Context: an optimization exercise on an open-source flow, tuned for small area, a short achievable clock period and few clock cycles per item. The choices shown serve that exercise and are no tape-out recipe.
At most, simulation tests tie the RTL to the original design; equivalence was not proved.
For runs 1 and 4 to 6, only the layout was checked, not whether the RTL still works.
Power is estimated from default activity; no workload was simulated.

`flow/design.v`:
```
module goldschmidt_ctrl #(
    parameter int ITERS = 5
) (
    input  logic        clk,
    input  logic        rst_n,
    input  logic        start,
    input  logic [15:0] n,
    input  logic [15:0] d,
    output logic        busy,
    output logic        done,
    output logic [15:0] q,
    output logic        dbz
);
    logic [15:0] dr;
    logic [15:0] rr;
    logic [15:0] qr;
    logic [2:0] cnt;
    logic        satr;
    logic        sat;
    logic [2:0] cnt0;
    logic [31:0] ld;
    logic [8:0] st;
    assign st  = {1'b0, n[15:8]} - {1'b0, d[7:0]};
    assign sat = ~st[8] & ~|d[15:8];
    logic [15:0] nz;
    logic        nbelow;
    always_comb begin
        nz[15] = ~n[15];
        for (int i = 14; i >= 0; i--) nz[i] = nz[i+1] & ~n[i];
        nbelow = 1'b0;
        for (int i = 0; i < 16; i++) nbelow = nbelow | (d[i] & nz[i]);
    end
    always_comb begin
        ld   = 32'(n) << 8;
        cnt0 = 3'd7;
        if ((|d[15:12])) begin
            ld   = 32'(n) << 12;
            cnt0 = 3'd5;
        end
        if ((|d[15:14])) begin
            ld   = 32'(n) << 14;
            cnt0 = 3'd4;
        end
        if (nbelow) begin
            ld   = 32'(n) << 16;
            cnt0 = 3'd3;
        end
    end
    logic [17:0] wv;
    logic [18:0] t1, t2, t3;
    logic        s1, s2, s3;
    logic [15:0] rn;
    logic [1:0]  qd;
    assign wv = {rr, qr[15:14]};
    assign t1 = {1'b0, wv} - {3'b0, dr};
    assign t2 = {1'b0, wv} - {2'b0, dr, 1'b0};
    assign t3 = {1'b0, wv} - ({3'b0, dr} + {2'b0, dr, 1'b0});
    assign s1 = ~t1[18];
    assign s2 = ~t2[18];
    assign s3 = ~t3[18];
    assign qd = {s2, s3 | (s1 & ~s2)};
    always_comb begin
        if (s3)      rn = t3[15:0];
        else if (s2) rn = t2[15:0];
        else if (s1) rn = t1[15:0];
        else         rn = wv[15:0];
    end
    assign q = qr | {16{satr}};
    always_ff @(posedge clk) begin
        if (!rst_n) begin
            busy <= 1'b0;
            done <= 1'b0;
        end else begin
            done <= 1'b0;
            if (!busy) begin
                if (start) begin
                    if (sat) done <= 1'b1;
                    else     busy <= 1'b1;
                end
            end else if (cnt == '0) begin
                busy <= 1'b0;
                done <= 1'b1;
            end
        end
    end
    always_ff @(posedge clk) begin
        if (!busy) begin
            dr   <= d;
            rr   <= ld[31:16];
            qr   <= ld[15:0];
            cnt  <= cnt0;
            satr <= sat;
            dbz  <= (d == 16'd0);
        end else begin
            rr   <= rn;
            qr   <= {qr[13:0], qd};
            cnt  <= cnt - 1'b1;
            satr <= 1'b0;
            dbz  <= 1'b0;
        end
    end
endmodule
```
`flow/config.mk`:
```
export PLATFORM = sky130hd
export DESIGN_NAME = goldschmidt_ctrl
export DESIGN_NICKNAME = goldschmidt_ctrl
export VERILOG_FILES = /design/flow/design.v
export SDC_FILE = /design/flow/constraint.sdc
export NUM_CORES = 4
export LEC_CHECK = 0
export CAP_MARGIN = 20
export CORE_MARGIN = 2
export CORE_UTILIZATION = 65
export SLEW_MARGIN = 20
export BUFFER_PORTS_ARGS = -buffer_cell sky130_fd_sc_hd__buf_1
export SETUP_SLACK_MARGIN = 8.1
```
`flow/flow/run.sh`:
```
#!/bin/bash
set -euo pipefail
echo 'export BUFFER_PORTS_ARGS = -buffer_cell sky130_fd_sc_hd__buf_1' >> "$FLOW_CONFIG"
echo 'export SETUP_SLACK_MARGIN = 8.1' >> "$FLOW_CONFIG"
bash standard.sh > standard.log 2>&1
```
`flow/standard.sh`:
```
#!/bin/bash
# synth_recipe.tcl (not shown) runs the flow's synth.tcl, then flattens the netlist and writes it again
# the make line also repeats each setting of config.mk as NAME=value (left out here)
make -C /OpenROAD-flow-scripts/flow DESIGN_CONFIG=/design/flow/config.mk WORK_HOME=/design/flow/orfs CLKGATE_MAP_FILE= SYNTH_SCRIPT=/design/flow/synth_recipe.tcl "${@:-finish}"
```
`flow/constraint.sdc`:
```
create_clock -name core_clock -period 11.5 [get_ports {clk}]
set_input_delay 2.3000 -clock core_clock [delete_from_list [all_inputs] [get_ports {clk}]]
set_output_delay 2.3000 -clock core_clock [all_outputs]
set_load 0.01 [all_outputs]
```
==> summary.md, run 1 <==
| Metric | Value |
|---|---|
| Die Area | `9210 um^2` |
| Die X | `around 96 um` |
| Number of hold buffers added after cts | `0` |
| R2r startpoint | `dr[10]` |
| Slew Limit Fails | `0` |
| Synthesized Nets | `about 750` |
| PnR worst setup slack | `roughly 7.5 ns` |
| Hold Crit Class | `reg2reg` |
| GPL Wtd Cong | `around 0.95` |
| Sum Neg Setup Slack | `0 ns` |
| Max_slew headroom | `0.534` |
| Top post-synthesis cells by count | `ha_1 (60), inv_1 (49), nand2_1 (48)` |
| DRC | `0` |
| Via-to-Cell Ratio | `approximately 6.8` |
| Hold path cells | `1` |
| Async SR Flop Fraction | `0` |
| Core Region | `slightly above 8000 um^2` |
| Area Growth Syn to Fin | `21.3%` |
| Register area share after synthesis | `0.229` |
| Vias | `about 5,600` |
| CTS root buf | `clkbuf_8` |
| Total Wirelength | `roughly 17,000 um` |
| Clock Pin Slew Worst Setup and Hold Paths | `0.11 ns` |
| First-pass GRT wire length | `around 25,000 um` |
| Grt total ovfl | `0` |
| PD cells | `between 200 and 300 nW/um^2` |
| Mapped Area | `approximately 5500 um^2` |
| Top_reg_cell synth | `dfxtp_1` |
| Leak pwr | `~2.9 nW` |
| Worst setup EP type | `register` |
| Initial antenna violation count | `0` |
| Peak VDD IR | `~0.13 mV` |
| Row cnt | `33` |
| Clock buffer depth | `2` |
| Initial DRT Pass Iterations | `5` |
| Final Hold Vio Count | `0` |
| R2R Setup Slk | `8.00 ns` |
| Top cell type's share of synthesized area | `0.142` |
| Drt first-iter violations | `between 400 and 500` |
| Area leader, netlist | `dfxtp_1` |
| CTS tree | `yes` |
| Yosys reg bits | `55` |
| Synth unique cells | `between 70 and 80` |
| Gr usage total | `0.357` |
| Crit Path Class | `in2reg` |
| Antenna Violating Nets Remaining | `0` |
| Max frequency | `around 0.25 GHz` |
| Clk sink count | `55` |
| WHS | `between 0.4 and 0.5 ns` |
| Status | `finished clean` |
| HP Start | `cnt[0]` |
| Die height | `approximately 96 um` |
| Unrepaired setup endpoints after global routing | `true` |
| Hold Path Sink | `cnt[0]` |
| Final HPWL DP | `12,000 um` |
| Most numerous cell in the Yosys netlist | `ha_1` |
| Clock Skews | `between 0.01 and 0.015 ns` |
| Yosys warning count | `1` |
| Routed wire per std cell | `21.1 um` |
| Required time worst endpoint | `between 10 and 15 ns` |
| Ports | `54` |
| CP Launch Type | `input pin` |
| R2R Path End | `rr[8]` |
| Min Tclk post-route | `between 3 and 4 ns` |
| Post-synth EDFFs | `16` |
| Gate Count Post-Synth | `around 630` |
| Vias in the first global route | `5,083` |
| Period Utilization, post-route | `0.345` |
| Worst-margin pin slew | `slightly below 0.7 ns` |
| TritonCTS Buffers | `5` |
| Worst path arrival time | `approximately 4.2 ns` |
| Pre-CTS WS | `between 6 and 7 ns` |
| ANT cells | `0` |
| Clock latency (worst-skew pair) | `~0.33 ns` |
| Critical Path Fanout Max | `12` |
| Worst r2r path cells | `10` |
| H-tree levels | `2` |
| Share of layout cells above drive strength 1 | `0.221` |
| Layout fillers | `approximately 530` |
| Initial Utilization | `0.669` |
| Setup-failing EPs final | `0` |
| Max Cap Violations | `0` |
| Largest net degree at the start of global routing | `40` |
| Port Buffers | `53` |
| Fin nets | `822` |
| Top cells by area, synth | `dfxtp_1 (14%), ha_1 (14%), edfxtp_1 (8.7%), fa_1 (6.2%), a21oi_1 (4.2%)` |
| Avg Inst Size Synth | `~8.7 um^2` |
-- cell usage in the layout (no fill, tap or decap), drive strengths merged, types with 4 or more instances in the layout --
master   instances
buf             84
ha              60
inv             51
nand2           48
a21oi           47
o21ai           45
dfxtp           39
nor2            36
xnor2           20
or2             18
fa              17
edfxtp          16
xor2            14
nor3            14
o211ai          13
and2            11
mux2i           11
a211oi          11
mux2            11
o21a            10
nand3           10
a31oi            9
a21o             8
a22o             7
clkbuf           7
nand2b           6
nor2b            6
o21bai           6
a311o            5
o211a            4
a32oi            4
or3              4
a221oi           4
o31ai            4
o22ai            4
a2111oi          4
-- timing repair --
action                     CTS  global route
setup buffers               21             9
setup endpoints to repair   47            46
cloned                       1             0
pin swaps                   24            19
resized for setup           74            70
-- flip-flops by register name, indices dropped and copies added, names as in the netlist --
name and count:
cnt 3, satr 1, rr 16, dbz 1, done 1, qr 16
busy 1, dr 16
-- routing by layer --
metal | up-vias | global-route usage | part of all wire | wire (um)
met5 | - | 0 | 0 | 0
met4 | 0 | 0.133 | 0.041 | 709
met1 | 2663 | 0.466 | 0.39 | 6710
met2 | 330 | 0.611 | 0.48 | 8230
li1 | 2517 | - | - | -
met3 | 75 | 0.0376 | 0.089 | 1540
-- worst max-delay path, cell delays in order --
cell and delay, ns:
buf_2 0.26, inv_1 0.14, a21oi_2 0.21, o21ai_1 0.11
a21oi_2 0.21, o311a_4 0.33, buf_4 0.15, mux2_4 0.31
o22ai_4 0.11, a21oi_2 0.04
-- report_power, final --
| part | leakage (nW) | total (mW) | internal (mW) | switching (mW) |
|---|---|---|---|---|
| combinational | 2.31 | 1.34 | 0.564 | 0.779 |
| sequential | 0.485 | 0.296 | 0.242 | 0.0540 |
| clock | 0.0519 | 0.122 | 0.0465 | 0.0755 |
| total | 2.85 | 1.76 | 0.852 | 0.908 |
-- cells by family (layout without fill, tap and decap cells) --
kind of cell             count (synthesis)  after routing  synth area share
adder cells (fa/ha/maj)                 77             77             0.198
buffers and inverters                   68            144            0.0485
AND/OR/NAND/NOR                        163            163             0.145
XOR/XNOR                                34             34            0.0542
flip-flops                              55             55             0.229
AO/OA/AOI/OAI                          215            216             0.282
multiplexers                            22             22            0.0426
-- through the flow --
step	util	area (um^2)	std cells	power, mW
finish	0.811	6670	816	1.76
global route	0.811	6670	816	1.88
detailed placement	0.712	5850	777	1.52
global placement	0.711	5840	776	1.48
CTS	0.774	6360	807	1.68
floorplan	-	5620	634	1.25
-- worst max-delay path by stage --
| stage | start | endpoint | slack [ns] | depth (start not counted) |
|---|---|---|---|---|
| 3_5_place_dp | d[15] | rr[6] | 6.84 | 8 |
| 2_1_floorplan | d[12] | qr[10] | 7.62 | 7 |
| 6_report | d[13] | rr[1] | 7.53 | 10 |
| 4_1_cts | d[9] | qr[9] | 7.72 | 7 |
| 3_3_place_gp | d[15] | rr[6] | 6.98 | 8 |
| 5_1_grt | n[0] | rr[1] | 7.51 | 10 |
-- layout make-up --
cell class | instances | area (um^2) | share of cell area
Inverter | 50 | 200 | 0.0300
Sequential cell | 55 | 1270 | 0.190
Timing Repair Buffer | 86 | 654 | 0.0982
Clock buffer | 5 | 68.8 | 0.0103
Clock inverter | 3 | 33.8 | 0.00507
Multi-Input combinational cell | 512 | 4310 | 0.647
Tap cell | 105 | 131 | 0.0197
==> run 2: changes to the inputs <==
--- a/flow/design.v
+++ b/flow/design.v
@@ -23,12 +23,4 @@
     assign st  = {1'b0, n[15:8]} - {1'b0, d[7:0]};
     assign sat = ~st[8] & ~|d[15:8];
-    logic [15:0] nz;
-    logic        nbelow;
-    always_comb begin
-        nz[15] = ~n[15];
-        for (int i = 14; i >= 0; i--) nz[i] = nz[i+1] & ~n[i];
-        nbelow = 1'b0;
-        for (int i = 0; i < 16; i++) nbelow = nbelow | (d[i] & nz[i]);
-    end
     always_comb begin
         ld   = 32'(n) << 8;
@@ -42,5 +34,5 @@
             cnt0 = 3'd4;
         end
-        if (nbelow) begin
+        if (d[15] && !n[15]) begin
             ld   = 32'(n) << 16;
             cnt0 = 3'd3;
==> flow/flow/run.sh (replaced) <==
#!/bin/bash
set -euo pipefail
echo 'export BUFFER_PORTS_ARGS = -buffer_cell sky130_fd_sc_hd__buf_1' >> "$FLOW_CONFIG"
echo 'export SETUP_SLACK_MARGIN = 8.1' >> "$FLOW_CONFIG"
for stage in synth floorplan place cts grt route finish; do
    bash standard.sh "$stage" > "log_$stage.txt" 2>&1
done
==> summary.md, run 2 <==
| Metric | Value |
|---|---|
| Status | `finished clean` |
| Top_reg_cell synth | `dfxtp_1` |
| GPL Wtd Cong | `0.916 (-3.5%)` |
| Design Power | `1.64 mW (-6.7%)` |
| Ports | `54 (unchanged)` |
| Sum Neg Setup Slack | `0 ns (unchanged)` |
| Crit Path Class | `in2reg` |
| Antenna Violating Nets Remaining | `0 (unchanged)` |
| Yosys warning count | `1 (unchanged)` |
| Pre-CTS WS | `7.39 ns (+0.546 ns)` |
| Top cell type's share of synthesized area | `0.143 (+0.000846)` |
| Peak VDD IR | `0.134 mV (+2.5%)` |
| Fin util | `0.734 (-0.0769)` |
| Die height | `95.7 um (-0.28%)` |
| Gr usage total | `0.318 (-0.0389)` |
| Unrepaired setup endpoints after global routing | `true` |
| Layout fillers | `655 (+24%)` |
| Clock Pin Slew Worst Setup and Hold Paths | `0.11 ns (about the same)` |
| Area leader, netlist | `dfxtp_1` |
| Via-to-Cell Ratio | `6.31 (-7.8%)` |
| Gate Count Post-Synth | `634 (unchanged)` |
| Combinational fraction of design power | `0.755 (-0.007)` |
| Reg power frac | `0.177 (+0.009)` |
| Most numerous cell in the Yosys netlist | `ha_1` |
| Die Area | `9160 um^2 (-0.56%)` |
| Commonest non-fill, non-tap cells in the layout | `ha_1 (59), a21oi_1 (54), inv_1 (54)` |
| PD cells | `273 nW/um^2 (+3.5%)` |
| Worst setup EP type | `register` |
| ANT cells | `0 (unchanged)` |
| CTS root buf | `clkbuf_8` |
| Max Cap Violations | `0 (unchanged)` |
| Port Buffers | `53 (unchanged)` |
| Largest net degree at the start of global routing | `33 (-18%)` |
| First-pass GRT wire length | `22,700 um (-9.2%)` |
| Async SR Flop Fraction | `0 (unchanged)` |
| Setup-failing EPs final | `0 (unchanged)` |
| H-tree levels | `2 (unchanged)` |
| Initial antenna violation count | `0 (unchanged)` |
| Cell Int Power | `0.844 mW (-1.0%)` |
| Vias | `4,989 (-11%)` |
| Commonest non-fill, non-tap cell in the layout | `ha_1` |
| Worst-margin pin slew | `0.602 ns (-0.0793 ns)` |
| Final Hold Vio Count | `0 (unchanged)` |
| R2R Setup Slk | `8.24 ns (+0.24 ns)` |
| Final cell count without fillers | `791 (-3.1%)` |
| Initial Utilization | `0.668 (about the same)` |
| Fin nets | `798 (-2.9%)` |
| Share of layout cells above drive strength 1 | `0.121 (-0.0998)` |
| Routed wire per std cell | `17.9 um (-15%)` |
| PnR worst setup slack | `8.02 ns (+0.490 ns)` |
| Sw Share | `0.486 (-0.0298)` |
| Clock buffer depth | `2 (unchanged)` |
| Final HPWL DP | `11,300 um (-6.1%)` |
| Row cnt | `33 (unchanged)` |
| Top post-synthesis cells by count | `ha_1 (61), inv_1 (57), a21oi_1 (55)` |
| Post-synth EDFFs | `16 (unchanged)` |
| Critical Path Fanout Max | `3 (-9)` |
| Max frequency | `0.287 GHz (+14%)` |
| Psw | `0.798 mW (-12%)` |
| CP Launch Type | `input pin` |
| Area Growth Syn to Fin | `9.87%` |
| CTS tree | `yes` |
| Clk sink count | `55 (unchanged)` |
| Synth unique cells | `72 (-1.4%)` |
| Drt first-iter violations | `358 (-25%)` |
| Leak pwr | `2.73 nW (-4.2%)` |
| Max_slew headroom | `0.599 (+0.0646)` |
| Required time worst endpoint | `11.71 ns (about the same)` |
| Hold Crit Class | `reg2reg` |
| Period Utilization, post-route | `0.303 (-0.0426)` |
| Register area share after synthesis | `0.231 (+0.00137)` |
| DRC | `0 (unchanged)` |
| Core Region | `8180 um^2 (-0.50%)` |
| Placed Cells incl. Taps | `776 (-0.13%)` |
| Total Wirelength | `14,200 um (-18%)` |
| Avg Inst Size Synth | `8.62 um^2 (-0.59%)` |
| TritonCTS Buffers | `5 (unchanged)` |
| Clock Skews | `0.00687 ns (-0.00763 ns)` |
| Top cells by area, synth | `dfxtp_1 (14%), ha_1 (14%), edfxtp_1 (8.8%), fa_1 (6.2%), a21oi_1 (5.0%)` |
| Min Tclk post-route | `3.48 ns (-0.490 ns)` |
| Clock latency (worst-skew pair) | `0.31 ns (-0.02 ns)` |
| Yosys reg bits | `55 (unchanged)` |
| Largest regs | `dr: 16 flops, qr: 16 flops, rr: 16 flops` |
| Mapped Area | `5460 um^2 (-0.59%)` |
| Synthesized Nets | `747 (+0.13%)` |
| Worst path arrival time | `3.69 ns (-0.48 ns)` |
| Grt total ovfl | `0 (unchanged)` |
| Initial DRT Pass Iterations | `6 (+1)` |
| Slew Limit Fails | `0 (unchanged)` |
| Clk pwr share | `0.068 (about the same)` |
| Vias in the first global route | `4,751 (-6.5%)` |
| Die X | `95.7 um (-0.28%)` |
[run 2: cells by family after synthesis]
family          share of synthesized area
fa+ha+maj                           0.202
buf+inv                            0.0589
mux                                0.0421
compound gates                      0.262
flops                               0.231
xor+xnor                           0.0465
simple gates                        0.157
[run 2: power groups by stage]
| stage | sequential, mW | combinational [mW] | clock (mW) |
|---|---|---|---|
| after floorplan | 0.275 | 0.942 | 0 |
| after global placement | 0.292 | 1.10 | 0 |
| after detailed placement | 0.293 | 1.13 | 0 |
| after CTS | 0.288 | 1.15 | 0.114 |
| after global routing | 0.295 | 1.36 | 0.122 |
| final | 0.291 | 1.24 | 0.112 |
[run 2: what timing repair did]
action,4_1_cts,5_1_grt
endpoints found under the setup margin,32,35
hold buffers,0,0
gates cloned,0,0
resized for setup,22,8
buffers inserted,1,6
pin swaps,3,2
hold endpoints to repair,0,0
[run 2: critical path, cell delays in order]
cell,delay [ns]
buf_12,0.11
inv_12,0.04
ha_4,0.18
a21o_1,0.17
a21o_1,0.15
a21o_1,0.15
a21o_1,0.16
a21oi_2,0.17
o21ai_2,0.09
a41o_1,0.18
[run 2: final timing paths]
check	start	end	cells past startpoint
max	d[1]	done	10
max reg2reg	dr[3]	rr[0]	11
min reg2reg	qr[5]	qr[7]	1
min	qr[5]	qr[7]	1
[run 2: metrics by stage]
step           hold WS, ns  area (um^2)
6_report             0.473         6000
5_1_grt              0.486         6000
4_1_cts              0.472         5910
3_5_place_dp         0.441         5740
3_3_place_gp         0.443         5740
2_1_floorplan        0.408         5510
[run 2: layout make-up]
type / count / area, um^2 / share of cell area
inverter: 57 / 226 / 0.0377
timing repair buffer: 63 / 328 / 0.0546
clock buffer: 5 / 68.8 / 0.0115
sequential: 55 / 1270 / 0.211
multi-input combinational: 503 / 3960 / 0.659
clock inverter: 3 / 26.3 / 0.00438
tap: 105 / 131 / 0.0219
[run 2: routing by layer]
metal / vias to the layer above / global-route usage / share of wire
met3: 14 / 0.0395 / 0.057
met1: 2381 / 0.441 / 0.45
li1: 2421 / - / -
met4: 0 / 0.0690 / 0.013
met5: - / 0 / 0
met2: 173 / 0.532 / 0.48
Testbench counts of run 2, summed over its fixed seeds: cycles 13,556, items 2,400.
==> run 3: changes to the inputs <==
==> flow/run.sh (new file) <==
#!/bin/bash
# synth_recipe.tcl (not shown) runs the flow's synth.tcl, then flattens the netlist and writes it again
# the make line also repeats each setting of config.mk as NAME=value (left out here)
make -C /OpenROAD-flow-scripts/flow DESIGN_CONFIG=/design/flow/config.mk WORK_HOME=/design/flow/orfs CLKGATE_MAP_FILE= SYNTH_SCRIPT=/design/flow/synth_recipe.tcl finish
--- a/flow/config.mk
+++ b/flow/config.mk
@@ -9,5 +9,4 @@
 export CORE_MARGIN = 2
 export CORE_UTILIZATION = 65
+export SETUP_SLACK_MARGIN = 5
 export SLEW_MARGIN = 20
-export BUFFER_PORTS_ARGS = -buffer_cell sky130_fd_sc_hd__buf_1
-export SETUP_SLACK_MARGIN = 8.1
removed: flow/flow/run.sh
removed: flow/standard.sh
==> summary.md, run 3 <==
| Metric | Value |
|---|---|
| Yosys warning count | `1 (unchanged)` |
| Die X | `95.7 um (unchanged)` |
| Max_slew headroom | `0.470 (-0.129)` |
| Commonest non-fill, non-tap cell in the layout | `ha_1` |
| Mapped Area | `5460 um^2 (unchanged)` |
| Die Area | `9160 um^2 (unchanged)` |
| Total Wirelength | `14,300 um (+1.3%)` |
| Top cell type's share of synthesized area | `0.143 (unchanged)` |
| Yosys reg bits | `55 (unchanged)` |
| Cell Int Power | `0.816 mW (-3.3%)` |
| Via-to-Cell Ratio | `6.44 (+2.1%)` |
| Synthesized Nets | `747 (unchanged)` |
| Post-synth EDFFs | `16 (unchanged)` |
| Psw | `0.780 mW (-2.3%)` |
| Die height | `95.7 um (unchanged)` |
| Peak VDD IR | `0.129 mV (-4.3%)` |
| Gate Count Post-Synth | `634 (unchanged)` |
| Vias in the first global route | `4,739 (-0.25%)` |
| Initial DRT Pass Iterations | `7 (+1)` |
| Top post-synthesis cells by count | `ha_1 (61), inv_1 (57), a21oi_1 (55)` |
| Antenna Violating Nets Remaining | `0 (unchanged)` |
| Slew Limit Fails | `0 (unchanged)` |
| Synth unique cells | `72 (unchanged)` |
| Area Growth Syn to Fin | `12.4%` |
| Largest net degree at the start of global routing | `33 (unchanged)` |
| Sw Share | `0.489 (+0.00275)` |
| Min Tclk post-route | `4.22 ns (+0.737 ns)` |
| Routed wire per std cell | `18.3 um (+2.3%)` |
| Combinational fraction of design power | `0.740 (-0.015)` |
| CP Launch Type | `input pin` |
| Fin util | `0.751 (+0.0171)` |
| Commonest non-fill, non-tap cells in the layout | `ha_1 (61), inv_1 (57), a21oi_1 (55)` |
| Worst path arrival time | `4.42 ns (+0.73 ns)` |
| Largest regs | `dr: 16 flops, qr: 16 flops, rr: 16 flops` |
| Clock latency (worst-skew pair) | `0.31 ns (about the same)` |
| Most numerous cell in the Yosys netlist | `ha_1` |
| Vias | `5,043 (+1.1%)` |
| CTS root buf | `clkbuf_8` |
| CTS tree | `yes` |
| Grt total ovfl | `0 (unchanged)` |
| Share of layout cells above drive strength 1 | `0.0767 (-0.0443)` |
| First-pass GRT wire length | `22,600 um (-0.58%)` |
| Sum Neg Setup Slack | `0 ns (unchanged)` |
| Final HPWL DP | `11,600 um (+3.1%)` |
| Fin nets | `790 (-1.0%)` |
| DRC | `0 (unchanged)` |
| Max Cap Violations | `0 (unchanged)` |
| Hold Crit Class | `reg2reg` |
| Required time worst endpoint | `11.70 ns (about the same)` |
| Port Buffers | `53 (unchanged)` |
| Reg power frac | `0.183 (+0.006)` |
| Clock buffer depth | `2 (unchanged)` |
| Unrepaired setup endpoints after global routing | `false` |
| H-tree levels | `2 (unchanged)` |
| Avg Inst Size Synth | `8.62 um^2 (unchanged)` |
| Core Region | `8180 um^2 (unchanged)` |
| Row cnt | `33 (unchanged)` |
| Reg area | `1260 um^2 (-0.39%)` |
| Area leader, netlist | `dfxtp_1` |
| Status | `finished clean` |
| Clock Pin Slew Worst Setup and Hold Paths | `0.10 ns (about the same)` |
| Worst-margin pin slew | `0.792 ns (+0.191 ns)` |
| Top cells by area, synth | `dfxtp_1 (14%), ha_1 (14%), edfxtp_1 (8.8%), fa_1 (6.2%), a21oi_1 (5.0%)` |
| Register area share after synthesis | `0.231 (unchanged)` |
| Initial antenna violation count | `0 (unchanged)` |
| Critical Path Fanout Max | `5 (+2)` |
| Max frequency | `0.237 GHz (-17%)` |
| Top_reg_cell synth | `dfxtp_1` |
| PD cells | `260 nW/um^2 (-5.0%)` |
| Setup-failing EPs final | `0 (unchanged)` |
| # Post-CTS Setup Buffers | `0 (-1)` |
| Period Utilization, post-route | `0.367 (+0.0641)` |
| Leak pwr | `2.78 nW (+1.9%)` |
| ANT cells | `0 (unchanged)` |
| Clock Skews | `0.0137 ns (+0.00685 ns)` |
| Crit Path Class | `in2reg` |
| CTS-repair resized insts | `0 (-100%)` |
| Number of hold buffers added after cts | `0 (unchanged)` |
| Initial Utilization | `0.668 (unchanged)` |
| Area of the multi-input gates | `3880 um^2 (-1.9%)` |
| Worst setup EP type | `register` |
| Final Hold Vio Count | `0 (unchanged)` |
| TritonCTS Buffers | `5 (unchanged)` |
| Gr usage total | `0.319 (+0.000553)` |
| Clk sink count | `55 (unchanged)` |
| Async SR Flop Fraction | `0 (unchanged)` |
| Ports | `54 (unchanged)` |
| Layout fillers | `644 (-1.7%)` |
| Drt first-iter violations | `323 (-9.8%)` |
| Clk pwr share | `0.077 (+0.009)` |
| GPL Wtd Cong | `0.943 (+2.9%)` |
## run 3: area by class of cell
class,instances,area share
Multi-Input combinational cell,503,0.632
Sequential cell,55,0.205
Timing Repair Buffer,55,0.0888
Inverter,57,0.0348
Tap cell,105,0.0214
Clock buffer,6,0.0153
Clock inverter,2,0.00265
## run 3: power by group through the flow
stage | sequential (mW) | clock (mW) | combinational, mW
4_1_cts | 0.290 | 0.125 | 1.16
6_report | 0.292 | 0.123 | 1.18
3_5_place_dp | 0.294 | 0 | 1.15
2_1_floorplan | 0.275 | 0 | 0.940
5_1_grt | 0.296 | 0.133 | 1.30
3_3_place_gp | 0.293 | 0 | 1.12
## run 3: per-layer routing
| layer | routed length [um] | GRT usage | up-vias |
|---|---|---|---|
| met3 | 992 | 0.0466 | 38 |
| met4 | 348 | 0.111 | 0 |
| met5 | 0 | 0 | - |
| met1 | 6300 | 0.430 | 2392 |
| met2 | 6700 | 0.522 | 215 |
| li1 | - | - | 2398 |
## run 3: kinds of logic (layout without fill, tap and decap cells)
| logic type | after synthesis | after routing | synth area share |
|---|---|---|---|
| AOI/OAI and AO/OA | 204 | 204 | 0.262 |
| xor gates and xnor gates | 29 | 29 | 0.0465 |
| DFF | 55 | 55 | 0.231 |
| buffers and inverters | 76 | 120 | 0.0589 |
| adders and majority gates | 78 | 78 | 0.202 |
| and+or+nand+nor | 170 | 170 | 0.157 |
| muxes | 22 | 22 | 0.0421 |
## run 3: metrics by stage
| step | power, mW | setup slack [ns] | hold slack, ns | cell area [um^2] | instances |
|---|---|---|---|---|---|
| after CTS | 1.58 | 7.28 | 0.460 | 6140 | 783 |
| after global placement | 1.41 | 7.05 | 0.436 | 6030 | 775 |
| final | 1.60 | 7.28 | 0.458 | 6140 | 783 |
| after global routing | 1.73 | 7.19 | 0.484 | 6140 | 783 |
| after floorplan | 1.21 | 7.71 | 0.408 | 5460 | 634 |
| after detailed placement | 1.45 | 6.96 | 0.443 | 6030 | 775 |
## run 3: path summary, 6_finish.rpt
path	start	slack [ns]	to	depth (start not counted)
min	cnt[0]	0.46	cnt[0]	1
max reg2reg	dr[5]	8.06	rr[10]	11
min reg2reg	cnt[0]	0.46	cnt[0]	1
max	n[9]	7.28	done	9
## run 3: critical path, cell delays in order
cell             delay [ns]
clkdlybuf4s50_1        0.59
ha_1                   0.27
a21o_1                 0.16
a21o_1                 0.17
a21o_1                 0.17
a21o_1                 0.17
a21oi_1                0.15
o21ai_0                0.16
a41o_1                 0.27
==> run 4: changes to the inputs <==
--- a/flow/design.v
+++ b/flow/design.v
@@ -20,7 +20,5 @@
     logic [2:0] cnt0;
     logic [31:0] ld;
-    logic [8:0] st;
-    assign st  = {1'b0, n[15:8]} - {1'b0, d[7:0]};
-    assign sat = ~st[8] & ~|d[15:8];
+    assign sat = (n[15:8] >= d);
     always_comb begin
         ld   = 32'(n) << 8;
@@ -34,8 +32,4 @@
             cnt0 = 3'd4;
         end
-        if (d[15] && !n[15]) begin
-            ld   = 32'(n) << 16;
-            cnt0 = 3'd3;
-        end
     end
     logic [17:0] wv;
@@ -47,5 +41,11 @@
     assign t1 = {1'b0, wv} - {3'b0, dr};
     assign t2 = {1'b0, wv} - {2'b0, dr, 1'b0};
-    assign t3 = {1'b0, wv} - ({3'b0, dr} + {2'b0, dr, 1'b0});
+    logic [18:0] ca, cb, cs, cm, cc;
+    assign ca = ~{3'b0, dr};
+    assign cb = ~{2'b0, dr, 1'b0};
+    assign cs = {1'b0, wv} ^ ca ^ cb;
+    assign cm = ({1'b0, wv} & ca) | ({1'b0, wv} & cb) | (ca & cb);
+    assign cc = {cm[17:0], 1'b0};
+    assign t3 = cs + cc + 19'd2;
     assign s1 = ~t1[18];
     assign s2 = ~t2[18];
==> flow/flow/run.sh (new file) <==
#!/bin/bash
set -euo pipefail
echo 'export BUFFER_PORTS_ARGS = -buffer_cell sky130_fd_sc_hd__buf_1' >> "$FLOW_CONFIG"
bash standard.sh > standard.log 2>&1
==> flow/standard.sh (new file) <==
#!/bin/bash
# synth_recipe.tcl (not shown) runs the flow's synth.tcl, then flattens the netlist and writes it again
# the make line also repeats each setting of config.mk as NAME=value (left out here)
make -C /OpenROAD-flow-scripts/flow DESIGN_CONFIG=/design/flow/config.mk WORK_HOME=/design/flow/orfs CLKGATE_MAP_FILE= SYNTH_SCRIPT=/design/flow/synth_recipe.tcl "${@:-finish}"
--- a/flow/config.mk
+++ b/flow/config.mk
@@ -8,5 +8,5 @@
 export CAP_MARGIN = 20
 export CORE_MARGIN = 2
-export CORE_UTILIZATION = 65
-export SETUP_SLACK_MARGIN = 5
+export CORE_UTILIZATION = 40
 export SLEW_MARGIN = 20
+export BUFFER_PORTS_ARGS = -buffer_cell sky130_fd_sc_hd__buf_1
removed: flow/run.sh
==> summary.md, run 4 <==
| Metric | Value |
|---|---|
| Initial antenna violation count | `0 (unchanged)` |
| ANT cells | `0 (unchanged)` |
| Avg Inst Size Synth | `8.33 um^2 (-3.3%)` |
| Min Tclk post-route | `4.18 ns (-0.0406 ns)` |
| Hold Crit Class | `reg2reg` |
| Row cnt | `43 (+30%)` |
| Final cell count without fillers | `900 (+15%)` |
| Max_slew headroom | `0.394 (-0.0753)` |
| Critical Path Fanout Max | `27 (+22)` |
| CTS tree | `yes` |
| Status | `finished clean` |
| Period Utilization, post-route | `0.363 (-0.00353)` |
| Register area share after synthesis | `0.223 (-0.00757)` |
| Most numerous cell in the Yosys netlist | `inv_1` |
| R2r startpoint | `dr[1]` |
| Vias in the first global route | `4,898 (+3.4%)` |
| Worst-margin pin slew | `0.905 ns (+0.113 ns)` |
| Layout fillers | `1,345 (+110%)` |
| Synthesized Nets | `809 (+8.3%)` |
| Initial DRT Pass Iterations | `5 (-2)` |
| PnR worst setup slack | `7.32 ns (+0.0406 ns)` |
| Share of layout cells above drive strength 1 | `0.0569 (-0.0198)` |
| Drt first-iter violations | `231 (-28%)` |
| TritonCTS Buffers | `5 (unchanged)` |
| Synth unique cells | `62 (-14%)` |
| GPL Wtd Cong | `0.883 (-6.4%)` |
| Design Power | `1.82 mW (+14%)` |
| Slew Limit Fails | `0 (unchanged)` |
| Worst setup EP type | `register` |
| Gr usage total | `0.199 (-0.119)` |
| Die height | `123 um (+28%)` |
| Largest net degree at the start of global routing | `50 (+52%)` |
| Gate Count Post-Synth | `678 (+6.9%)` |
| Area Growth Syn to Fin | `9.19%` |
| WHS | `0.463 ns (+0.00494 ns)` |
| Via-to-Cell Ratio | `5.57 (-14%)` |
| Critical Path Start | `dr[1]` |
| Clk sink count | `55 (unchanged)` |
| Core Region | `13,800 um^2 (+69%)` |
| CP Launch Type | `register` |
| DRC | `0 (unchanged)` |
| Clock Pin Slew Worst Setup and Hold Paths | `0.08 ns (-0.02 ns)` |
| Required time worst endpoint | `11.68 ns (-0.02 ns)` |
| Number of hold buffers added after cts | `0 (unchanged)` |
| Async SR Flop Fraction | `0 (unchanged)` |
| Die Area | `15,100 um^2 (+65%)` |
| Largest regs | `dr: 16 flops, qr: 16 flops, rr: 16 flops` |
| Mapped Area | `5650 um^2 (+3.4%)` |
| HP Start | `qr[13]` |
| Routed wire per std cell | `16.0 um (-13%)` |
| Commonest non-fill, non-tap cell in the layout | `inv_1` |
| Crit Path Class | `reg2reg` |
| Vias | `5,009 (-0.67%)` |
| Fin nets | `850 (+7.6%)` |
| Die X | `123 um (+28%)` |
| Final HPWL DP | `11,700 um (+0.91%)` |
| Setup-failing EPs final | `0 (unchanged)` |
| Antenna Violating Nets Remaining | `0 (unchanged)` |
| Max frequency | `0.239 GHz (+0.97%)` |
| Top cell type's share of synthesized area | `0.173 (+0.0299)` |
| Top post-synthesis cells by count | `inv_1 (87), ha_1 (78), a21oi_1 (43)` |
| PD cells | `294 nW/um^2 (+13%)` |
| Yosys reg bits | `55 (unchanged)` |
| Leak pwr | `2.88 nW (+3.6%)` |
| Sum Neg Setup Slack | `0 ns (unchanged)` |
| CTS-repair resized insts | `0 (unchanged)` |
| Clock Skews | `0.00728 ns (-0.00645 ns)` |
| Commonest non-fill, non-tap cells in the layout | `inv_1 (87), ha_1 (78), buf_1 (53)` |
| Clock latency (worst-skew pair) | `0.30 ns (about the same)` |
| Max Cap Violations | `0 (unchanged)` |
| Post-synth EDFFs | `16 (unchanged)` |
| CTS root buf | `clkbuf_16` |
| Yosys warning count | `1 (unchanged)` |
| Worst path arrival time | `4.36 ns (-0.06 ns)` |
| Ports | `54 (unchanged)` |
| Peak VDD IR | `0.135 mV (+5.0%)` |
| Placed Cells incl. Taps | `892 (+15%)` |
| Top_reg_cell synth | `dfxtp_1` |
| Total Wirelength | `14,400 um (+0.52%)` |
| Grt total ovfl | `0 (unchanged)` |
| Clock buffer depth | `2 (unchanged)` |
| Unrepaired setup endpoints after global routing | `false` |
| H-tree levels | `2 (unchanged)` |
| Pre-CTS WS | `7.15 ns (+0.194 ns)` |
| Port Buffers | `53 (unchanged)` |
| Final Hold Vio Count | `0 (unchanged)` |
| Initial Utilization | `0.409 (-0.260)` |
| # Post-CTS Setup Buffers | `0 (unchanged)` |
| Area leader, netlist | `ha_1` |
| Top cells by area, synth | `ha_1 (17%), dfxtp_1 (14%), edfxtp_1 (8.5%), fa_1 (6.4%), inv_1 (5.8%)` |
| First-pass GRT wire length | `23,800 um (+5.6%)` |
run 4: cell count changes after synthesis, sizes merged, moves of 7 or more:
cell   previous run  this run
ha               61        78
inv              57        87
a21oi            56        44
o21ai            33        40
a21o             24        15
run 4: critical path, cell delays in order (launching register included):
cell,delay (ns)
edfxtp_1,0.46
fa_1,0.56
inv_1,0.04
ha_1,0.28
ha_1,0.24
fa_1,0.43
a211oi_1,0.40
nor4_2,0.13
o311ai_1,0.30
nand3b_1,0.16
xor2_2,0.14
buf_4,0.31
nand2b_1,0.25
a211oi_1,0.08
a311o_1,0.29
run 4: layout make-up:
cell class,instances,area (um^2),area share
clock buffers,6,150,0.0243
clock inverters,2,17.5,0.00284
inverters,87,327,0.0529
multi-input cells,513,3960,0.642
flip-flops and latches,55,1260,0.204
well taps,180,225,0.0365
repair buffers,57,229,0.0371
run 4: per-stage QoR:
stage | util | area, um^2
finish | 0.446 | 6170
global route | 0.446 | 6170
CTS | 0.446 | 6170
detailed placement | 0.434 | 6000
global placement | 0.434 | 6000
floorplan | - | 5650
run 4: path summary, 6_finish.rpt:
path / to / slack [ns] / cells after the start
min: qr[15] / 0.46 / 2
max: rr[13] / 7.32 / 14
min reg2reg: qr[15] / 0.46 / 2
max reg2reg: rr[13] / 7.32 / 14
run 4: cell families (layout without fill, tap and decap cells):
logic type      count (synthesis)  after routing  synth area share
compound gates                200            200             0.240
xor+xnor                       31             31            0.0494
fa+ha+maj                      96             96             0.237
buf+inv                       110            152            0.0766
flops                          55             55             0.223
mux                            13             13            0.0235
simple gates                  173            173             0.151
run 4: report_power, final:
part / switching (mW) / internal (mW)
logic: 0.785 / 0.575
registers: 0.0464 / 0.241
clock network: 0.0737 / 0.0953
total: 0.905 / 0.911
run 4: routing by layer:
layer / GRT usage / part of all wire / vias up
li1: - / - / 2502
met1: 0.274 / 0.47 / 2357
met2: 0.326 / 0.47 / 130
met3: 0.0242 / 0.041 / 20
met4: 0.0611 / 0.019 / 0
met5: 0 / 0 / -
==> run 5: changes to the inputs <==
--- a/flow/design.v
+++ b/flow/design.v
@@ -33,4 +33,14 @@
         end
     end
+    function automatic logic [18:0] sub18(input logic [17:0] a, input logic [17:0] b);
+        logic [18:0] c;
+        logic [17:0] s;
+        c[0] = 1'b1;
+        for (int i = 0; i < 18; i++) begin
+            s[i]   = a[i] ^ ~b[i] ^ c[i];
+            c[i+1] = (a[i] & ~b[i]) | (c[i] & (a[i] | ~b[i]));
+        end
+        sub18 = {c[18], s};
+    endfunction
     logic [17:0] wv;
     logic [18:0] t1, t2, t3;
@@ -39,16 +49,12 @@
     logic [1:0]  qd;
     assign wv = {rr, qr[15:14]};
-    assign t1 = {1'b0, wv} - {3'b0, dr};
-    assign t2 = {1'b0, wv} - {2'b0, dr, 1'b0};
-    logic [18:0] ca, cb, cs, cm, cc;
-    assign ca = ~{3'b0, dr};
-    assign cb = ~{2'b0, dr, 1'b0};
-    assign cs = {1'b0, wv} ^ ca ^ cb;
-    assign cm = ({1'b0, wv} & ca) | ({1'b0, wv} & cb) | (ca & cb);
-    assign cc = {cm[17:0], 1'b0};
-    assign t3 = cs + cc + 19'd2;
-    assign s1 = ~t1[18];
-    assign s2 = ~t2[18];
-    assign s3 = ~t3[18];
+    logic [17:0] d3;
+    assign d3 = {2'b0, dr} + {1'b0, dr, 1'b0};
+    assign t1 = sub18(wv, {2'b0, dr});
+    assign t2 = sub18(wv, {1'b0, dr, 1'b0});
+    assign t3 = sub18(wv, d3);
+    assign s1 = t1[18];
+    assign s2 = t2[18];
+    assign s3 = t3[18];
     assign qd = {s2, s3 | (s1 & ~s2)};
     always_comb begin
==> summary.md, run 5 <==
| Metric | Value |
|---|---|
| Required time worst endpoint | `11.75 ns (+0.07 ns)` |
| Die height | `110 um (-10%)` |
| Clock Skews | `0.00386 ns (-0.00342 ns)` |
| Initial Utilization | `0.414 (+0.00494)` |
| GPL Wtd Cong | `0.827 (-6.4%)` |
| Simple-Gate Fraction of Synth Area | `0.126 (-0.0254)` |
| Synthesized Nets | `578 (-29%)` |
| Total Wirelength | `10,500 um (-27%)` |
| Adder-cell share of the synthesized area | `0.279 (+0.0429)` |
| Cell mode on critical path | `fa_1` |
| Drt first-iter violations | `175 (-24%)` |
| Post-synth EDFFs | `16 (unchanged)` |
| Die X | `110 um (-10%)` |
| Die Area | `12,200 um^2 (-19%)` |
| CTS-repair resized insts | `0 (unchanged)` |
| Vias in the first global route | `3,447 (-30%)` |
| Worst setup EP type | `register` |
| Async SR Flop Fraction | `0 (unchanged)` |
| First-pass GRT wire length | `17,300 um (-27%)` |
| WHS | `0.435 ns (-0.0278 ns)` |
| Clock buffer depth | `2 (unchanged)` |
| Final cell count without fillers | `654 (-27%)` |
| Crit-path max cell delay | `0.52 ns (-0.04 ns)` |
| Post-synthesis compound-gate area fraction | `0.204 (-0.0352)` |
| XOR/XNOR Fraction of Synth Area | `0.0291 (-0.0203)` |
| Antenna Violating Nets Remaining | `0 (unchanged)` |
| ANT cells | `0 (unchanged)` |
| Port Buffers | `53 (unchanged)` |
| Grt total ovfl | `0 (unchanged)` |
| Slew Limit Fails | `0 (unchanged)` |
| Top_reg_cell synth | `dfxtp_1` |
| Final HPWL DP | `8320 um (-29%)` |
| Gr usage total | `0.187 (-0.0120)` |
| Critical Path Fanout Max | `18 (-33%)` |
| Initial antenna violation count | `0 (unchanged)` |
| Area leader, netlist | `fa_1` |
| Largest regs | `dr: 16 flops, qr: 16 flops, rr: 16 flops` |
| Clk sink count | `55 (unchanged)` |
| Clock Pin Slew Worst Setup and Hold Paths | `0.08 ns (about the same)` |
| Gate Count Post-Synth | `469 (-31%)` |
| Worst-margin pin slew | `0.928 ns (+0.0227 ns)` |
| Sw Share | `0.426 (-0.0727)` |
| Max frequency | `0.118 GHz (-51%)` |
| Combinational fraction of design power | `0.546 (-0.203)` |
| Sum Neg Setup Slack | `0 ns (unchanged)` |
| Top cell type's share of synthesized area | `0.199 (+0.0265)` |
| Max Cap Violations | `0 (unchanged)` |
| Row cnt | `38 (-12%)` |
| PD cells | `203 nW/um^2 (-31%)` |
| Crit Path Class | `reg2reg` |
| Reg power frac | `0.274 (+0.116)` |
| Fin nets | `622 (-27%)` |
| Hold Crit Class | `reg2reg` |
| Largest net degree at the start of global routing | `53 (+6.0%)` |
| Max_slew headroom | `0.379 (-0.0152)` |
| Yosys warning count | `1 (unchanged)` |
| H-tree levels | `2 (unchanged)` |
| CTS root buf | `clkbuf_16` |
| Initial DRT Pass Iterations | `4 (-1)` |
| Core Region | `10,900 um^2 (-21%)` |
| Unrepaired setup endpoints after global routing | `false` |
| CP Launch Type | `register` |
| Status | `finished clean` |
| # Post-CTS Setup Buffers | `0 (unchanged)` |
| Worst path arrival time | `8.71 ns (+4.35 ns)` |
| Period Utilization, post-route | `0.735 (+0.372)` |
| Via-to-Cell Ratio | `5.32 (-4.4%)` |
| Clk pwr share | `0.180 (+0.087)` |
| Yosys reg bits | `55 (unchanged)` |
| Commonest non-fill, non-tap cells in the layout | `buf_1 (53), nand2_1 (46), fa_1 (45)` |
| Share of layout cells above drive strength 1 | `0.0759 (+0.0189)` |
| Cell Int Power | `0.587 mW (-36%)` |
| Vias | `3,481 (-31%)` |
| Mux contribution to synthesized area | `0.0332 (+0.00973)` |
| Commonest non-fill, non-tap cell in the layout | `buf_1` |
| Placed Cells incl. Taps | `646 (-28%)` |
| Avg Inst Size Synth | `9.64 um^2 (+16%)` |
| Peak VDD IR | `0.156 mV (+15%)` |
| Register area share after synthesis | `0.279 (+0.0557)` |
| CTS tree | `yes` |
| Psw | `0.435 mW (-52%)` |
| Number of hold buffers added after cts | `0 (unchanged)` |
| Crit path cell chain | `ha_1 -> fa_1 -> inv_1 -> fa_1 -> fa_1 -> fa_1 -> fa_1 -> fa_1 -> fa_1 -> fa_1 -> fa_1 -> fa_1 -> fa_1 -> fa_1 -> fa_1 -> fa_1 -> fa_1 -> nand2b_1 -> a2111oi_4 -> a311oi_1 -> a221oi_4 -> buf_6 -> a2111oi_0 -> a211o_1` |
| Top cells by area, synth | `fa_1 (20%), dfxtp_1 (17%), edfxtp_1 (11%), ha_1 (8.0%), a21oi_1 (4.3%)` |
| Synth unique cells | `52 (-16%)` |
| Leak pwr | `2.06 nW (-28%)` |
| Routed wire per std cell | `16.1 um (+0.23%)` |
| Mapped Area | `4520 um^2 (-20%)` |
| Top post-synthesis cells by count | `nand2_1 (47), fa_1 (45), a21oi_1 (39), dfxtp_1 (39), inv_1 (35)` |
| Setup-failing EPs final | `0 (unchanged)` |
| Ports | `54 (unchanged)` |
| Clock latency (worst-skew pair) | `0.30 ns (about the same)` |
| DRC | `0 (unchanged)` |
| Final Hold Vio Count | `0 (unchanged)` |
| TritonCTS Buffers | `5 (unchanged)` |
| Largest family of logic cells by synthesized area | `adder cells` |
| Min Tclk post-route | `8.46 ns (+4.28 ns)` |
| Area Growth Syn to Fin | `11.3%` |
| Crit-path slowest cell | `edfxtp_1` |
| Most numerous cell in the Yosys netlist | `nand2_1` |
-- run 5: worst max-delay path, delay by kind of cell (launching register included) --
| kind | cells | cell delay (ns) |
|---|---|---|
| AOI/OAI and AO/OA | 5 | 1.18 |
| and+or+nand+nor | 1 | 0.15 |
| adders and majority gates | 16 | 6.26 |
| DFF | 1 | 0.52 |
| buffers and inverters | 2 | 0.28 |
-- run 5: power by group through the flow --
stage          combinational (mW)  sequential, mW  clock, mW
2_1_floorplan               0.444           0.272          0
3_3_place_gp                0.540           0.286          0
3_5_place_dp                0.563           0.284          0
4_1_cts                     0.567           0.281      0.188
5_1_grt                     0.651           0.289      0.195
6_report                    0.558           0.280      0.183
-- run 5: cell type report --
class                           instances  area (um^2)
Sequential cell                        55         1260
Fill cell                            1105         5900
Clock inverter                          3         50.0
Clock buffer                            5          125
Multi-Input combinational cell        357         3040
Tap cell                              140          175
Inverter                               35          131
Timing Repair Buffer                   59          248
-- run 5: through the flow --
| stage | util | worst slack [ns] | instance area, um^2 | power, mW |
|---|---|---|---|---|
| after detailed placement | 0.444 | 3.02 | 4860 | 0.847 |
| after global routing | 0.460 | 2.84 | 5030 | 1.13 |
| after global placement | 0.443 | 3.29 | 4850 | 0.826 |
| after floorplan | - | 3.57 | 4520 | 0.716 |
| final | 0.460 | 3.04 | 5030 | 1.02 |
| after CTS | 0.460 | 3.04 | 5030 | 1.04 |
-- run 5: cells by family (layout without fill, tap and decap cells) --
logic type | count (synthesis) | in the layout
DFF | 55 | 55
and+or+nand+nor | 118 | 118
xor gates and xnor gates | 15 | 15
AOI/OAI and AO/OA | 135 | 135
adders and majority gates | 74 | 74
buffers and inverters | 57 | 102
muxes | 15 | 15
-- run 5: worst paths after layout --
path	start	end	slack, ns	depth (start not counted)
setup / recovery	dr[1]	rr[0]	3.04	24
hold / removal	cnt[0]	cnt[0]	0.44	1
setup reg to reg	dr[1]	rr[0]	3.04	24
hold reg to reg	cnt[0]	cnt[0]	0.44	1
-- run 5: layer usage --
metal	wire length, um	part of all wire	vias up	GRT usage
met5	0	0	-	0
met4	247	0.024	0	0.0643
met3	300	0.029	14	0.0276
met2	5080	0.48	57	0.313
met1	4870	0.46	1678	0.249
li1	-	-	1732	-
==> run 6: changes to the inputs <==
--- a/flow/design.v
+++ b/flow/design.v
@@ -34,12 +34,26 @@
     end
     function automatic logic [18:0] sub18(input logic [17:0] a, input logic [17:0] b);
-        logic [18:0] c;
+        logic [18:0] g, p, gn, pn;
         logic [17:0] s;
-        c[0] = 1'b1;
+        g[0] = 1'b1;
+        p[0] = 1'b0;
         for (int i = 0; i < 18; i++) begin
-            s[i]   = a[i] ^ ~b[i] ^ c[i];
-            c[i+1] = (a[i] & ~b[i]) | (c[i] & (a[i] | ~b[i]));
+            g[i+1] = a[i] & ~b[i];
+            p[i+1] = a[i] ^ ~b[i];
         end
-        sub18 = {c[18], s};
+        for (int l = 1; l <= 18; l = l * 2) begin
+            gn = g;
+            pn = p;
+            for (int i = 0; i <= 18; i++) begin
+                if ((i / l) % 2 == 1) begin
+                    gn[i] = g[i] | (p[i] & g[(i / l) * l - 1]);
+                    pn[i] = p[i] & p[(i / l) * l - 1];
+                end
+            end
+            g = gn;
+            p = pn;
+        end
+        for (int i = 0; i < 18; i++) s[i] = a[i] ^ ~b[i] ^ g[i];
+        sub18 = {g[18], s};
     endfunction
     logic [17:0] wv;
==> summary.md, run 6 <==
| Metric | Value |
|---|---|
| Status | `finished clean` |
| Avg Inst Size Synth | `8.70 um^2 (-9.7%)` |
| Leak pwr | `2.56 nW (+24%)` |
| Total Wirelength | `14,200 um (+35%)` |
| Ports | `54 (unchanged)` |
| Max Cap Violations | `0 (unchanged)` |
| Worst setup EP type | `register` |
| Reg area | `1260 um^2 (unchanged)` |
| Commonest non-fill, non-tap cells in the layout | `ha_1 (77), buf_1 (53), inv_1 (48)` |
| Psw | `0.699 mW (+61%)` |
| Gate Count Post-Synth | `621 (+32%)` |
| Most numerous cell in the Yosys netlist | `ha_1` |
| Vias | `4,671 (+34%)` |
| PD cells | `248 nW/um^2 (+23%)` |
| Commonest non-fill, non-tap cell in the layout | `ha_1` |
| DRC | `0 (unchanged)` |
| Gr usage total | `0.198 (+0.0104)` |
| Top cells by area, synth | `ha_1 (18%), dfxtp_1 (14%), edfxtp_1 (8.9%), a21oi_1 (4.0%), xor2_1 (3.7%)` |
| Die X | `120 um (+9.0%)` |
| Register area share after synthesis | `0.233 (-0.0456)` |
| Yosys reg bits | `55 (unchanged)` |
| Cell Int Power | `0.757 mW (+29%)` |
| Largest regs | `dr: 16 flops, qr: 16 flops, rr: 16 flops` |
| Area of the multi-input gates | `3830 um^2 (+26%)` |
| PnR worst setup slack | `6.63 ns (+3.59 ns)` |
| Clock Skews | `0.00193 ns (-0.00193 ns)` |
| GPL Wtd Cong | `0.862 (+4.2%)` |
| Die height | `120 um (+9.0%)` |
| # Post-CTS Setup Buffers | `0 (unchanged)` |
| Critical Path Fanout Max | `9 (-9)` |
| Grt total ovfl | `0 (unchanged)` |
| Combinational fraction of design power | `0.693 (+0.147)` |
| Initial antenna violation count | `0 (unchanged)` |
| Peak VDD IR | `0.0964 mV (-38%)` |
| Max_slew headroom | `0.376 (-0.00333)` |
| Via-to-Cell Ratio | `5.54 (+4.1%)` |
| Number of hold buffers added after cts | `0 (unchanged)` |
| Layout fillers | `1,328 (+20%)` |
| Async SR Flop Fraction | `0 (unchanged)` |
| Die Area | `14,500 um^2 (+19%)` |
| Unrepaired setup endpoints after global routing | `false` |
| Yosys warning count | `1 (unchanged)` |
| Hold Crit Class | `reg2reg` |
| Clock Pin Slew Worst Setup and Hold Paths | `0.07 ns (about the same)` |
| Mapped Area | `5410 um^2 (+20%)` |
| CTS root buf | `clkbuf_16` |
| ANT cells | `0 (unchanged)` |
| Top cell type's share of synthesized area | `0.178 (-0.0210)` |
| Max frequency | `0.206 GHz (+74%)` |
| Min Tclk post-route | `4.87 ns (-3.59 ns)` |
| Clock latency (worst-skew pair) | `0.30 ns (about the same)` |
| Setup-failing EPs final | `0 (unchanged)` |
| Worst path arrival time | `5.02 ns (-3.69 ns)` |
| Port Buffers | `53 (unchanged)` |
| Sum Neg Setup Slack | `0 ns (unchanged)` |
| Worst-margin pin slew | `0.933 ns (+0.00498 ns)` |
| Initial Utilization | `0.408 (-0.00534)` |
| Clock buffer depth | `2 (unchanged)` |
| Reg power frac | `0.201 (-0.073)` |
| Clk pwr share | `0.106 (-0.074)` |
| Area Growth Syn to Fin | `8.47%` |
| Period Utilization, post-route | `0.423 (-0.312)` |
| Core Region | `13,200 um^2 (+21%)` |
| H-tree levels | `2 (unchanged)` |
| Antenna Violating Nets Remaining | `0 (unchanged)` |
| Synthesized Nets | `742 (+28%)` |
| Area leader, netlist | `ha_1` |
| Drt first-iter violations | `274 (+57%)` |
| Routed wire per std cell | `16.8 um (+4.9%)` |
| CTS-repair resized insts | `0 (unchanged)` |
| Post-synth EDFFs | `16 (unchanged)` |
| Row cnt | `42 (+11%)` |
| Largest net degree at the start of global routing | `48 (-9.4%)` |
| Clk sink count | `55 (unchanged)` |
| TritonCTS Buffers | `5 (unchanged)` |
| Share of layout cells above drive strength 1 | `0.0840 (+0.00808)` |
| Initial DRT Pass Iterations | `4 (unchanged)` |
| Vias in the first global route | `4,628 (+34%)` |
| Top_reg_cell synth | `dfxtp_1` |
| Fin util | `0.443 (-0.0177)` |
| Design Power | `1.46 mW (+43%)` |
| Sw Share | `0.480 (+0.0545)` |
| Required time worst endpoint | `11.65 ns (-0.10 ns)` |
| Slew Limit Fails | `0 (unchanged)` |
| CTS tree | `yes` |
| Pre-CTS WS | `6.70 ns (+3.68 ns)` |
| Final HPWL DP | `11,400 um (+37%)` |
| First-pass GRT wire length | `22,900 um (+32%)` |
| Fin nets | `787 (+27%)` |
| Synth unique cells | `69 (+33%)` |
| Crit Path Class | `reg2reg` |
| Final Hold Vio Count | `0 (unchanged)` |
| Top post-synthesis cells by count | `ha_1 (77), inv_1 (48), nor2_1 (44)` |
| CP Launch Type | `register` |
-- run 6: cell count changes after synthesis, moves of 7 or more --
cell / delta
o221ai_1: -7
fa_1: -36
xnor2_1: +12
a31oi_1: +7
nor3_1: +13
o21a_1: +8
nand3_1: -7
ha_1: +48
xor2_1: +17
clkbuf_1: -10
nor2_1: +29
nand2_1: -8
inv_1: +13
-- run 6: final timing paths --
path,from,end,slack (ns),depth (start not counted)
setup reg to reg,dr[1],rr[9],6.63,19
hold / removal,cnt[0],cnt[0],0.47,1
setup / recovery,dr[1],rr[9],6.63,19
hold reg to reg,cnt[0],cnt[0],0.47,1
-- run 6: power by group through the flow --
| stage | clock, mW | sequential (mW) | combinational [mW] |
|---|---|---|---|
| detailed placement | 0 | 0.296 | 0.993 |
| CTS | 0.157 | 0.292 | 1.01 |
| floorplan | 0 | 0.274 | 0.800 |
| global placement | 0 | 0.296 | 0.979 |
| finish | 0.155 | 0.293 | 1.01 |
| global route | 0.164 | 0.297 | 1.11 |
-- run 6: layer usage --
metal | part of all wire | track usage
met5 | 0 | 0
met4 | 0.0093 | 0.0436
met3 | 0.039 | 0.0165
met2 | 0.48 | 0.344
met1 | 0.47 | 0.268
-- run 6: cell families (layout without fill, tap and decap cells) --
group                    count (synthesis)  count (layout)  synth area share
buffers and inverters                   66             112            0.0576
multiplexers                            15              15            0.0292
AND/OR/NAND/NOR                        172             172             0.164
AO/OA/AOI/OAI                          183             183             0.233
adder cells (fa/ha/maj)                 86              86             0.212
XOR/XNOR                                44              44            0.0713
flip-flops                              55              55             0.233
-- run 6: worst max-delay path, cell delays in order (launching register included) --
cell       delay [ns]
edfxtp_1         0.46
ha_1             0.26
inv_1            0.07
fa_1             0.22
nor2b_1          0.07
o21ai_1          0.14
a21boi_0         0.13
o211ai_1         0.29
a21oi_1          0.14
a2111oi_0        0.48
xor2_1           0.20
ha_1             0.31
a21o_1           0.22
a21o_1           0.19
o21ai_0          0.20
o21ai_2          0.14
o41ai_4          0.44
nand2_1          0.35
a211oi_1         0.31
a311oi_1         0.08
-- run 6: metrics by stage --
step / area (um^2) / instances / hold WS [ns]
2_1_floorplan: 5410 / 621 / 0.420
3_3_place_gp: 5720 / 835 / 0.435
3_5_place_dp: 5720 / 835 / 0.446
4_1_cts: 5860 / 843 / 0.460
5_1_grt: 5860 / 843 / 0.479
6_report: 5860 / 843 / 0.467
-- run 6: final cells by class --
class,count,area share
well taps,176,0.0376
clock buffers,5,0.0213
repair buffers,56,0.0378
inverters,48,0.0307
flip-flops and latches,55,0.215
clock inverters,3,0.00384
multi-input cells,500,0.654

## port drivers added, routing unchanged
No port has a modelled driver above. Below, the same layouts with a new extraction and two added sets of constraints.
Step 1, drivers: a clkbuf_16 drives clk and a buf_2 each remaining input, both assumed.
Step 2 moves the port delays by t, midway between the first and last clock arrival at a register: inputs arrive t later, outputs are due t later. That takes back most of the time a late clock gives input paths.
Slacks: ideal / step 1 / step 2; pairs: ideal / step 1.
| run | t, ns | setup slack, ns | slew at the worst register clock pin (ns) |
|---|---|---|---|
| run 1 | 0.351 | 7.528 / 7.539 / 7.187 | 0.12 / 0.12 |
| run 2 | 0.336 | 8.018 / 7.963 / 7.627 | 0.11 / 0.11 |
| run 3 | 0.338 | 7.281 / 7.288 / 6.950 | 0.11 / 0.11 |
| run 4 | 0.330 | 7.321 / 7.321 / 7.164 | 0.08 / 0.08 |
| run 5 | 0.336 | 3.043 / 3.043 / 3.043 | 0.08 / 0.08 |
| run 6 | 0.330 | 6.634 / 6.634 / 6.634 | 0.07 / 0.07 |
After both steps every run listed still meets setup and hold. For run 2, which loses most, drivers alone change the setup slack by -0.055 ns; drivers and shift together by -0.391 ns.
